What follows belongs to an exercise in optimizing a design on an open flow for small area, a short achievable clock period and few clock cycles per item; a production flow would make more cautious choices. The RTL was checked by simulation tests, not by an equivalence proof against the original design. Power figures rest on the tool's default switching activity, not on a simulated workload.

==> run K <==
==> flow/design.v (excerpt) <==
module gf2_split_mul (
	input  wire         clk,
	input  wire         rst,
	input  wire         in_valid,
	output logic        in_ready,
	input  wire  [47:0] a,
	input  wire  [47:0] b,
	output logic        out_valid,
	input  wire         out_ready,
	output logic [95:0] c
);
	logic out_take;
	assign out_take = !out_valid || out_ready;
	assign in_ready = out_take;
	always_ff @(posedge clk) begin
		if (rst) begin
			out_valid <= 1'b0;
		end else if (out_take) begin
			out_valid <= in_valid;
		end
	end
	clmul48_pipe u_mul (.clk(clk), .en(out_take), .a(a), .b(b), .p(c));
endmodule
Settings: LEC_CHECK=0, CAP_MARGIN=20, CORE_MARGIN=2, CORE_UTILIZATION=60, SETUP_SLACK_MARGIN=2.0, SLEW_MARGIN=20, TNS_END_PERCENT=0; clock period 5.0 ns.
run.sh (not shown) runs the stock make flow with config.mk's settings and CLKGATE_MAP_FILE= SYNTH_SCRIPT=/design/flow/synth_recipe.tcl, a recipe that flattens the netlist after the stock synthesis.
==> run H (differences from run K) <==
Settings changed: PLACE_DENSITY set to 0.8.
==> metrics.yaml <==
layout:
  multi_input_gates: 2381
  multi_input_area_sq_um: 19300
power:
  p_seq_share_pct: 13.3
sta:
  finalClockSkew_ns: 0.0130
grt:
  grt_use_met2_pct: 69.2
  grt_pass1_wl_um: 125000
  grt_usage_pct: 44.4
routing:
  wl_met2_um: 37500
critical_path:
  reg2reg_to: "u_mul.r[65]$_DFFE_PP_"
clocking:
  insertion_delay_ns: 0.44
  cts_resized: 631
status:
  status: "timing/DRC/antenna clean"
# the run above: run H

==> metrics.yaml <==
layout:
  multi_input_gates: 2380
grt:
  grt_pass1_wl_um: 122000
clocking:
  insertion_delay_ns: 0.43
status:
  status: "timing/DRC/antenna clean"
critical_path:
  reg2reg_to: "u_mul.r[12]$_DFFE_PP_"
routing:
  wl_met2_um: 37600
# the run above: run K

Testbench counts of run K, summed over its fixed seeds: cycles 2,056, items 2,048.
Testbench counts of run H, summed over its fixed seeds: cycles 2,056, items 2,048.

========
==> try-ember: inputs <==
Another version of the RTL of gf2_split_mul (not shown whole).
export LEC_CHECK = 0
export CAP_MARGIN = 20
export CORE_MARGIN = 2
export CORE_UTILIZATION = 60
export PLACE_DENSITY = 0.8
export SETUP_SLACK_MARGIN = 1.8
export SLEW_MARGIN = 20
export TNS_END_PERCENT = 0
create_clock -name core_clock -period 5.0 [get_ports {clk}]
standard.sh (not shown) runs the stock make flow with config.mk's settings and CLKGATE_MAP_FILE= SYNTH_SCRIPT=/design/flow/synth_recipe.tcl, a recipe that flattens the netlist after the stock synthesis.
==> flow/flow/run.sh <==
#!/bin/bash
# Own layout flow: the standard flow (standard.sh) with the standard
# synthesis unchanged, then the layout steps with the delay cells
# (clkdlybuf4s*, dlygate*, dlymetal*) added to the don't-use list, so that
# the port buffers and the timing repair use plain buffers instead, and with
# the buffers of synthesis removed at floorplan (REMOVE_ABC_BUFFERS) instead
# of a timing repair there without wires; the repair after clock tree
# synthesis then sizes the logic with placement parasitics. The port
# buffers are buf_4 cells instead of the weakest buffer.
set -euo pipefail
W=$(pwd)
bash standard.sh synth > "$W/flow_synth.log" 2>&1
DELAY_CELLS=""
for c in clkdlybuf4s15_1 clkdlybuf4s15_2 clkdlybuf4s18_1 clkdlybuf4s18_2 \
	clkdlybuf4s25_1 clkdlybuf4s25_2 clkdlybuf4s50_1 clkdlybuf4s50_2 \
	dlygate4sd1_1 dlygate4sd2_1 dlygate4sd3_1 \
	dlymetal6s2s_1 dlymetal6s4s_1 dlymetal6s6s_1; do
	DELAY_CELLS="$DELAY_CELLS sky130_fd_sc_hd__$c"
done
# The design config is read before the platform's, whose list is added to this one.
{
	cat "$W/config.mk"
	echo "export DONT_USE_CELLS =$DELAY_CELLS"
	echo "export REMOVE_ABC_BUFFERS = 1"
	echo "export BUFFER_PORTS_ARGS = -buffer_cell sky130_fd_sc_hd__buf_4"
} > "$W/own_config.mk"
sed "s|DESIGN_CONFIG=[^ ]*|DESIGN_CONFIG=$W/own_config.mk|" "$W/standard.sh" > "$W/own_standard.sh"
grep -q "DESIGN_CONFIG=$W/own_config.mk" "$W/own_standard.sh"
bash "$W/own_standard.sh" > "$W/flow_layout.log" 2>&1
==> try-onyx: changes against try-ember <==
--- a/flow/flow/run.sh
+++ b/flow/flow/run.sh
@@ -5,8 +5,7 @@
 # the port buffers and the timing repair use plain buffers instead, and with
 # the buffers of synthesis removed at floorplan (REMOVE_ABC_BUFFERS) instead
 # of a timing repair there without wires; the repair after clock tree
-# synthesis then sizes the logic with placement parasitics. The port
-# buffers are buf_4 cells instead of the weakest buffer.
+# synthesis then sizes the logic with placement parasitics.
 set -euo pipefail
 W=$(pwd)
 bash standard.sh synth > "$W/flow_synth.log" 2>&1
@@ -22,7 +21,6 @@
 	cat "$W/config.mk"
 	echo "export DONT_USE_CELLS =$DELAY_CELLS"
 	echo "export REMOVE_ABC_BUFFERS = 1"
-	echo "export BUFFER_PORTS_ARGS = -buffer_cell sky130_fd_sc_hd__buf_4"
 } > "$W/own_config.mk"
 sed "s|DESIGN_CONFIG=[^ ]*|DESIGN_CONFIG=$W/own_config.mk|" "$W/standard.sh" > "$W/own_standard.sh"
 grep -q "DESIGN_CONFIG=$W/own_config.mk" "$W/own_standard.sh"
Settings changed: SETUP_SLACK_MARGIN 1.8 to 2.3.
==> notes <==
try-onyx produced a clean layout. try-ember produced a clean layout.
Of try-ember and try-onyx, try-onyx has the higher worst hold slack (gap 0.0045 ns).
In register-to-register slack, try-onyx and try-ember hardly differ.
In try-onyx the sequential share of layout area is lower than in try-ember, by 1.4 points.
Sequential cell count is the same in try-ember and try-onyx.
==> figures <==
Static Leakage: try-onyx 0.0112 uW; try-ember 0.00981 uW
Buffers inserted during post-CTS setup optimization: try-onyx 76; try-ember 0
Combinational share of power: try-onyx 76.0%; try-ember 73.1%
Met1 Wirelength: try-onyx 30.2 mm; try-ember 30.2 mm
CP Buf/Inv Count: try-onyx 3; try-ember 1
Grt met3 use: try-onyx 14.6%; try-ember 10.4%
M2 GR Usage: try-onyx 62.8%; try-ember 61.2%
Multi-input logic portion of the cell area: try-onyx 70.4%; try-ember 72.8%
Outcome: try-onyx timing/DRC/antenna clean; try-ember timing/DRC/antenna clean
Power in combinational cells: try-onyx 11600 uW; try-ember 10500 uW
Testbench counts of try-ember, summed over its fixed seeds: cycles 2,056, items 2,048.
Testbench counts of try-onyx, summed over its fixed seeds: cycles 2,056, items 2,048.

==> afterwards: timing with drivers on the ports <==
The flow's constraints put no driver on any port. The routed layouts listed below were extracted and timed again, unchanged, in two steps.
Step 1 (the two cells are an assumption about what drives the block):
set clk [get_ports {clk}]
set_driving_cell -lib_cell sky130_fd_sc_hd__clkbuf_16 $clk
set_driving_cell -lib_cell sky130_fd_sc_hd__buf_2 [delete_from_list [all_inputs] $clk]
Step 2 moves the port delays by t, midway between the first and last clock arrival at a register: inputs arrive t later, outputs are due t later. That takes back most of the time a late clock gives input paths.
a / b / c = no drivers / after step 1 / after step 2; a / b = the first two.
| run | shift t [ns] | setup slack, ns | worst data-port slew with drivers (ns) | pins driven straight from the clock port |
|---|---|---|---|---|
| run K | 0.475 | 1.496 / 1.528 / 1.053 | 0.05 | 1 |
| run H | 0.480 | 1.606 / 1.635 / 1.154 | 0.05 | 1 |
| try-ember | 0.497 | 1.634 / 1.663 / 1.165 | 0.05 | 1 |
| try-onyx | 0.487 | 1.665 / 1.689 / 1.202 | 0.05 | 1 |
After both steps every run listed still meets setup and hold. For try-ember, which loses most, drivers alone change the setup slack by +0.029 ns; drivers and shift together by -0.469 ns.
